This is an optimization exercise on Yosys and OpenROAD, whose aim is small area, a short achievable clock period and few clock cycles, not a production implementation.
At most, simulation tests tie the RTL to the original design; equivalence was not proved.
No activity file was given, so power comes from the tool's default toggle rates.

==> module pfs_lane, before the edit <==
module pfs_lane (
  input  logic [pfs_pkg::SAMPLE_W-1:0] word_i,
  input  logic [pfs_pkg::FMT_W-1:0]    fmt_i,
  input  logic                         zero_i,
  output logic [32:0]                  x_o,
  output logic                         s_o
);
  logic [7:0]  ex;
  logic        nan, big, inr, is_flt, is_pcm;
  logic [31:0] fmag, pl;
  logic [1:0]  bsh;
  logic [32:0] y;
  always_comb begin
    ex   = word_i[30:23];
    nan  = (&ex) && (|word_i[22:0]);
    big  = ex[7] || (&ex[6:0]);
    inr  = (ex[7:5] == 3'b011);
    fmag = {1'b1, word_i[22:0], 8'b0} >> (~ex[4:0]);
    bsh  = {fmt_i[1] ^ fmt_i[0], fmt_i[0]};
    pl   = word_i << {bsh, 3'b000};
    pl[31] = pl[31] ^ (fmt_i == pfs_pkg::FMT_PCM8);
    is_flt = !zero_i && (fmt_i == pfs_pkg::FMT_FLOAT32);
    is_pcm = !zero_i && (fmt_i == pfs_pkg::FMT_PCM8  || fmt_i == pfs_pkg::FMT_PCM16 ||
                         fmt_i == pfs_pkg::FMT_PCM24 || fmt_i == pfs_pkg::FMT_PCM32);
    s_o  = (fmt_i == pfs_pkg::FMT_FLOAT32) && word_i[31];
    if (is_flt)      y = {1'b0, big && !nan, (inr && !big) ? fmag[30:0] : 31'b0};
    else if (is_pcm) y = {pl[31], pl};
    else             y = '0;
    x_o = y ^ {33{s_o}};
  end
endmodule
==> module pfs_merge, before the edit <==
module pfs_merge (
  input  logic [32:0]                        xl_i,
  input  logic                               sl_i,
  input  logic [32:0]                        xr_i,
  input  logic                               sr_i,
  output logic signed [pfs_pkg::MONO_W-1:0]  mono_o
);
  logic [33:0] xl, xr, sv, cv;
  logic [32:0] q;
  logic        gtop, neg, cin, sat;
  always_comb begin
    xl = {xl_i[32], xl_i};
    xr = {xr_i[32], xr_i};
    sv = xl ^ xr ^ {33'b0, sl_i};
    cv = {(xl[32:0] & xr[32:0]) | {32'b0, (xl[0] ^ xr[0]) & sl_i}, sr_i};
  end
  pfs_add #(33) u_add (.a_i(sv[33:1]), .b_i(cv[33:1]), .cin_i(cin), .sum_o(q), .gtop_o(gtop));
  always_comb begin
    neg = sv[33] ^ cv[33] ^ gtop;
    cin = (sv[0] & cv[0]) | ((sv[0] ^ cv[0]) & neg);
    sat = !xl_i[32] && xl_i[31] && !sl_i && !xr_i[32] && xr_i[31] && !sr_i;
    mono_o = sat ? 32'h7FFF_FFFF : q[31:0];
  end
endmodule
==> module pcm_frame_to_s16_stereo_mono, before the edit <==
module pcm_frame_to_s16_stereo_mono (
  input  logic                              clk_i,
  input  logic                              rst_ni,
  input  logic                              in_valid,
  output logic                              in_ready,
  input  logic [pfs_pkg::SAMPLE_W-1:0]      in_left_sample,
  input  logic [pfs_pkg::SAMPLE_W-1:0]      in_right_sample,
  input  logic                              in_silent,
  input  logic                              in_end_of_packet,
  output logic                              out_valid,
  input  logic                              out_ready,
  output logic signed [pfs_pkg::PCM16_W-1:0] out_left_pcm16,
  output logic signed [pfs_pkg::PCM16_W-1:0] out_right_pcm16,
  output logic signed [pfs_pkg::MONO_W-1:0]  out_mono_level,
  output logic                              out_last_of_packet,
  input  logic                              psel,
  input  logic                              penable,
  input  logic                              pwrite,
  input  logic [pfs_pkg::APB_AW-1:0]        paddr,
  input  logic [pfs_pkg::APB_DW-1:0]        pwdata,
  output logic [pfs_pkg::APB_DW-1:0]        prdata,
  output logic                              pready
);
  logic [pfs_pkg::FMT_W-1:0] fmt_q;
  logic             stereo_q;
  logic             v1_q, v2_q, rdy1, rdy2;
  logic [pfs_pkg::SAMPLE_W-1:0] right_word;
  logic [32:0]      xl, xr, xl_q, xr_q;
  logic             sl, sr, sl_q, sr_q;
  logic [2:0]       kl, kr;
  logic             last1_q, last2_q;
  logic signed [pfs_pkg::PCM16_W-1:0] l16_d, r16_d, l16_q, r16_q;
  logic signed [pfs_pkg::MONO_W-1:0]  mono_d, mono_q;
  assign pready = 1'b1;
  always_ff @(posedge clk_i or negedge rst_ni) begin
    if (!rst_ni) begin
      fmt_q    <= pfs_pkg::FMT_FLOAT32;
      stereo_q <= 1'b1;
    end else if (psel && penable && pwrite) begin
      if (paddr[2]) stereo_q <= pwdata[0];
      else          fmt_q    <= pwdata[pfs_pkg::FMT_W-1:0];
    end
  end
  assign prdata = paddr[2] ? {{(pfs_pkg::APB_DW-1){1'b0}}, stereo_q}
                           : {{(pfs_pkg::APB_DW-pfs_pkg::FMT_W){1'b0}}, fmt_q};
  assign right_word = stereo_q ? in_right_sample : in_left_sample;
  pfs_lane u_lane_l (.word_i(in_left_sample), .fmt_i(fmt_q), .zero_i(in_silent), .x_o(xl), .s_o(sl));
  pfs_lane u_lane_r (.word_i(right_word),     .fmt_i(fmt_q), .zero_i(in_silent), .x_o(xr), .s_o(sr));
  assign rdy2     = !v2_q || out_ready;
  assign rdy1     = !v1_q || rdy2;
  assign in_ready = rdy1;
  always_ff @(posedge clk_i or negedge rst_ni) begin
    if (!rst_ni) begin
      v1_q <= 1'b0;
      v2_q <= 1'b0;
    end else begin
      if (rdy1) v1_q <= in_valid;
      if (rdy2) v2_q <= v1_q;
    end
  end
  always_ff @(posedge clk_i) begin
    if (rdy1) begin
      xl_q    <= xl;
      sl_q    <= sl;
      xr_q    <= xr;
      sr_q    <= sr;
      last1_q <= in_end_of_packet;
    end
  end
  pfs_s16_step u_step_l (.x_i(xl_q), .s_i(sl_q), .k_o(kl));
  pfs_s16_step u_step_r (.x_i(xr_q), .s_i(sr_q), .k_o(kr));
  pfs_s16 u_s16_l (.x_i(xl_q[31:16]), .k_i(kl), .pcm16_o(l16_d));
  pfs_s16 u_s16_r (.x_i(xr_q[31:16]), .k_i(kr), .pcm16_o(r16_d));
  pfs_merge u_merge (
    .xl_i  (xl_q),
    .sl_i  (sl_q),
    .xr_i  (xr_q),
    .sr_i  (sr_q),
    .mono_o(mono_d)
  );
  always_ff @(posedge clk_i) begin
    if (rdy2) begin
      l16_q   <= l16_d;
      r16_q   <= r16_d;
      mono_q  <= mono_d;
      last2_q <= last1_q;
    end
  end
  assign out_valid          = v2_q;
  assign out_left_pcm16     = l16_q;
  assign out_right_pcm16    = r16_q;
  assign out_mono_level     = mono_q;
  assign out_last_of_packet = last2_q;
endmodule
clock: 6.5 ns
lec_check: 0
cap_margin: 20
core_margin: 2
core_utilization: 50
cts_buf_list: sky130_fd_sc_hd__clkbuf_8
cts_cluster_size: 30
place_density: 0.65
setup_slack_margin: 2.75
slew_margin: 20
standard.sh (not shown) runs the stock make flow with config.mk's settings and CLKGATE_MAP_FILE= SYNTH_SCRIPT=/design/flow/synth_recipe.tcl, a recipe that flattens the netlist after the stock synthesis.
==> flow/flow/run.sh <==
#!/bin/bash
set -euo pipefail
export BUFFER_PORTS_ARGS="-buffer_cell sky130_fd_sc_hd__buf_1"
bash standard.sh > standard.log 2>&1
Testbench counts at the start, summed over its fixed seeds: cycles 18,402.
Edit:
--- a/flow/design.v
+++ b/flow/design.v
@@ -22,33 +22,33 @@
   input  logic [pfs_pkg::FMT_W-1:0]    fmt_i,
   input  logic                         zero_i,
   output logic [32:0]                  x_o,
   output logic                         s_o
 );
   logic [7:0]  ex;
-  logic        nan, big, inr, is_flt, is_pcm;
+  logic        nan, big, inr, fsel, psel, sgn;
   logic [31:0] fmag, pl;
   logic [1:0]  bsh;
-  logic [32:0] y;
   always_comb begin
     ex   = word_i[30:23];
+    sgn  = word_i[31];
     nan  = (&ex) && (|word_i[22:0]);
     big  = ex[7] || (&ex[6:0]);
-    inr  = (ex[7:5] == 3'b011);
+    inr  = (ex[7:5] == 3'b011) && !(&ex[4:0]);
     fmag = {1'b1, word_i[22:0], 8'b0} >> (~ex[4:0]);
     bsh  = {fmt_i[1] ^ fmt_i[0], fmt_i[0]};
     pl   = word_i << {bsh, 3'b000};
     pl[31] = pl[31] ^ (fmt_i == pfs_pkg::FMT_PCM8);
-    is_flt = !zero_i && (fmt_i == pfs_pkg::FMT_FLOAT32);
-    is_pcm = !zero_i && (fmt_i == pfs_pkg::FMT_PCM8  || fmt_i == pfs_pkg::FMT_PCM16 ||
-                         fmt_i == pfs_pkg::FMT_PCM24 || fmt_i == pfs_pkg::FMT_PCM32);
-    s_o  = (fmt_i == pfs_pkg::FMT_FLOAT32) && word_i[31];
-    if (is_flt)      y = {1'b0, big && !nan, (inr && !big) ? fmag[30:0] : 31'b0};
-    else if (is_pcm) y = {pl[31], pl};
-    else             y = '0;
-    x_o = y ^ {33{s_o}};
+    fsel = !zero_i && (fmt_i == pfs_pkg::FMT_FLOAT32);
+    psel = !zero_i && (fmt_i == pfs_pkg::FMT_PCM8  || fmt_i == pfs_pkg::FMT_PCM16 ||
+                       fmt_i == pfs_pkg::FMT_PCM24 || fmt_i == pfs_pkg::FMT_PCM32);
+    s_o  = fsel && sgn;
+    x_o[32] = (psel & pl[31]) | s_o;
+    x_o[31] = (psel & pl[31]) | (fsel & ((big & !nan) ^ sgn));
+    for (int i = 0; i < 31; i++)
+      x_o[i] = (psel & pl[i]) | (fsel & ((inr & fmag[i]) ^ sgn));
   end
 endmodule
 module pfs_s16_step (
   input  logic [32:0] x_i,
   input  logic        s_i,
   output logic [2:0]  k_o
@@ -121,29 +121,30 @@
 endmodule
 module pfs_merge (
   input  logic [32:0]                        xl_i,
   input  logic                               sl_i,
   input  logic [32:0]                        xr_i,
   input  logic                               sr_i,
-  output logic signed [pfs_pkg::MONO_W-1:0]  mono_o
+  output logic [31:0]                        mono_o,   
+  output logic                               sat_o     
 );
   logic [33:0] xl, xr, sv, cv;
   logic [32:0] q;
-  logic        gtop, neg, cin, sat;
+  logic        gtop, neg, cin;
   always_comb begin
     xl = {xl_i[32], xl_i};
     xr = {xr_i[32], xr_i};
     sv = xl ^ xr ^ {33'b0, sl_i};
     cv = {(xl[32:0] & xr[32:0]) | {32'b0, (xl[0] ^ xr[0]) & sl_i}, sr_i};
   end
   pfs_add #(33) u_add (.a_i(sv[33:1]), .b_i(cv[33:1]), .cin_i(cin), .sum_o(q), .gtop_o(gtop));
   always_comb begin
     neg = sv[33] ^ cv[33] ^ gtop;
     cin = (sv[0] & cv[0]) | ((sv[0] ^ cv[0]) & neg);
-    sat = !xl_i[32] && xl_i[31] && !sl_i && !xr_i[32] && xr_i[31] && !sr_i;
-    mono_o = sat ? 32'h7FFF_FFFF : q[31:0];
+    sat_o  = !xl_i[32] && xl_i[31] && !sl_i && !xr_i[32] && xr_i[31] && !sr_i;
+    mono_o = q[31:0];
   end
 endmodule
 module pcm_frame_to_s16_stereo_mono (
   input  logic                              clk_i,
   input  logic                              rst_ni,
   input  logic                              in_valid,
@@ -172,13 +173,14 @@
   logic [pfs_pkg::SAMPLE_W-1:0] right_word;
   logic [32:0]      xl, xr, xl_q, xr_q;
   logic             sl, sr, sl_q, sr_q;
   logic [2:0]       kl, kr;
   logic             last1_q, last2_q;
   logic signed [pfs_pkg::PCM16_W-1:0] l16_d, r16_d, l16_q, r16_q;
-  logic signed [pfs_pkg::MONO_W-1:0]  mono_d, mono_q;
+  logic [31:0]      mono_d, mono_q;
+  logic             sat_d, sat_q;
   assign pready = 1'b1;
   always_ff @(posedge clk_i or negedge rst_ni) begin
     if (!rst_ni) begin
       fmt_q    <= pfs_pkg::FMT_FLOAT32;
       stereo_q <= 1'b1;
     end else if (psel && penable && pwrite) begin
@@ -218,22 +220,24 @@
   pfs_s16 u_s16_r (.x_i(xr_q[31:16]), .k_i(kr), .pcm16_o(r16_d));
   pfs_merge u_merge (
     .xl_i  (xl_q),
     .sl_i  (sl_q),
     .xr_i  (xr_q),
     .sr_i  (sr_q),
-    .mono_o(mono_d)
+    .mono_o(mono_d),
+    .sat_o (sat_d)
   );
   always_ff @(posedge clk_i) begin
     if (rdy2) begin
       l16_q   <= l16_d;
       r16_q   <= r16_d;
       mono_q  <= mono_d;
+      sat_q   <= sat_d;
       last2_q <= last1_q;
     end
   end
   assign out_valid          = v2_q;
   assign out_left_pcm16     = l16_q;
   assign out_right_pcm16    = r16_q;
-  assign out_mono_level     = mono_q;
+  assign out_mono_level     = sat_q ? 32'sh7FFF_FFFF : $signed(mono_q);
   assign out_last_of_packet = last2_q;
 endmodule
Effect:
- The new run completed without violations
- wire length came out lower by 3.0%
- utilization grows by 0.82 points
- via count grows by 0.96%
- setup slack got worse by 52 ps
- clock power increases by about 2%
- design area climbs by 2.3%
- synthesized area climbs by 1.8%
- cell count went up by 2.4%
- critical path depth grows by 3
- combinational power decreases by about 4%
- register-to-register slack degrades by 60 ps
- first-iteration DRC count increases by 4.4%
- worst hold slack got worse by 12 ps
- synthesized cell count climbs by 3.6%
Function not checked in the second run of this note: the RTL went through the layout flow alone.

[re-timing with driven ports]
The flow's constraints put no driver on any port. The routed layouts listed below were extracted and timed again, unchanged, in two steps. Step 1, drivers: a clkbuf_16 drives clk_i and a buf_2 each remaining input, both assumed. Step 2, shift: input delay + t, output delay - t, t = (earliest + latest rising clock arrival at the registers) / 2. This alone moves slack from input paths to output paths. a / b / c = ideal ports / drivers / drivers and shift; a / b = the first two.
run | shift t [ns] | slack for setup (ns) | worst setup path after step 2 | worst register clock-pin slew, ns
the first run | 0.490 | 2.878 / 2.885 / 2.394 | input to register | 0.10 / 0.10
the second run | 0.498 | 2.826 / 2.826 / 2.500 | input to register | 0.09 / 0.09
After both steps setup and hold are still met in every run listed. For the first run, which loses most, drivers alone change the setup slack by +0.007 ns; drivers and shift together by -0.484 ns.
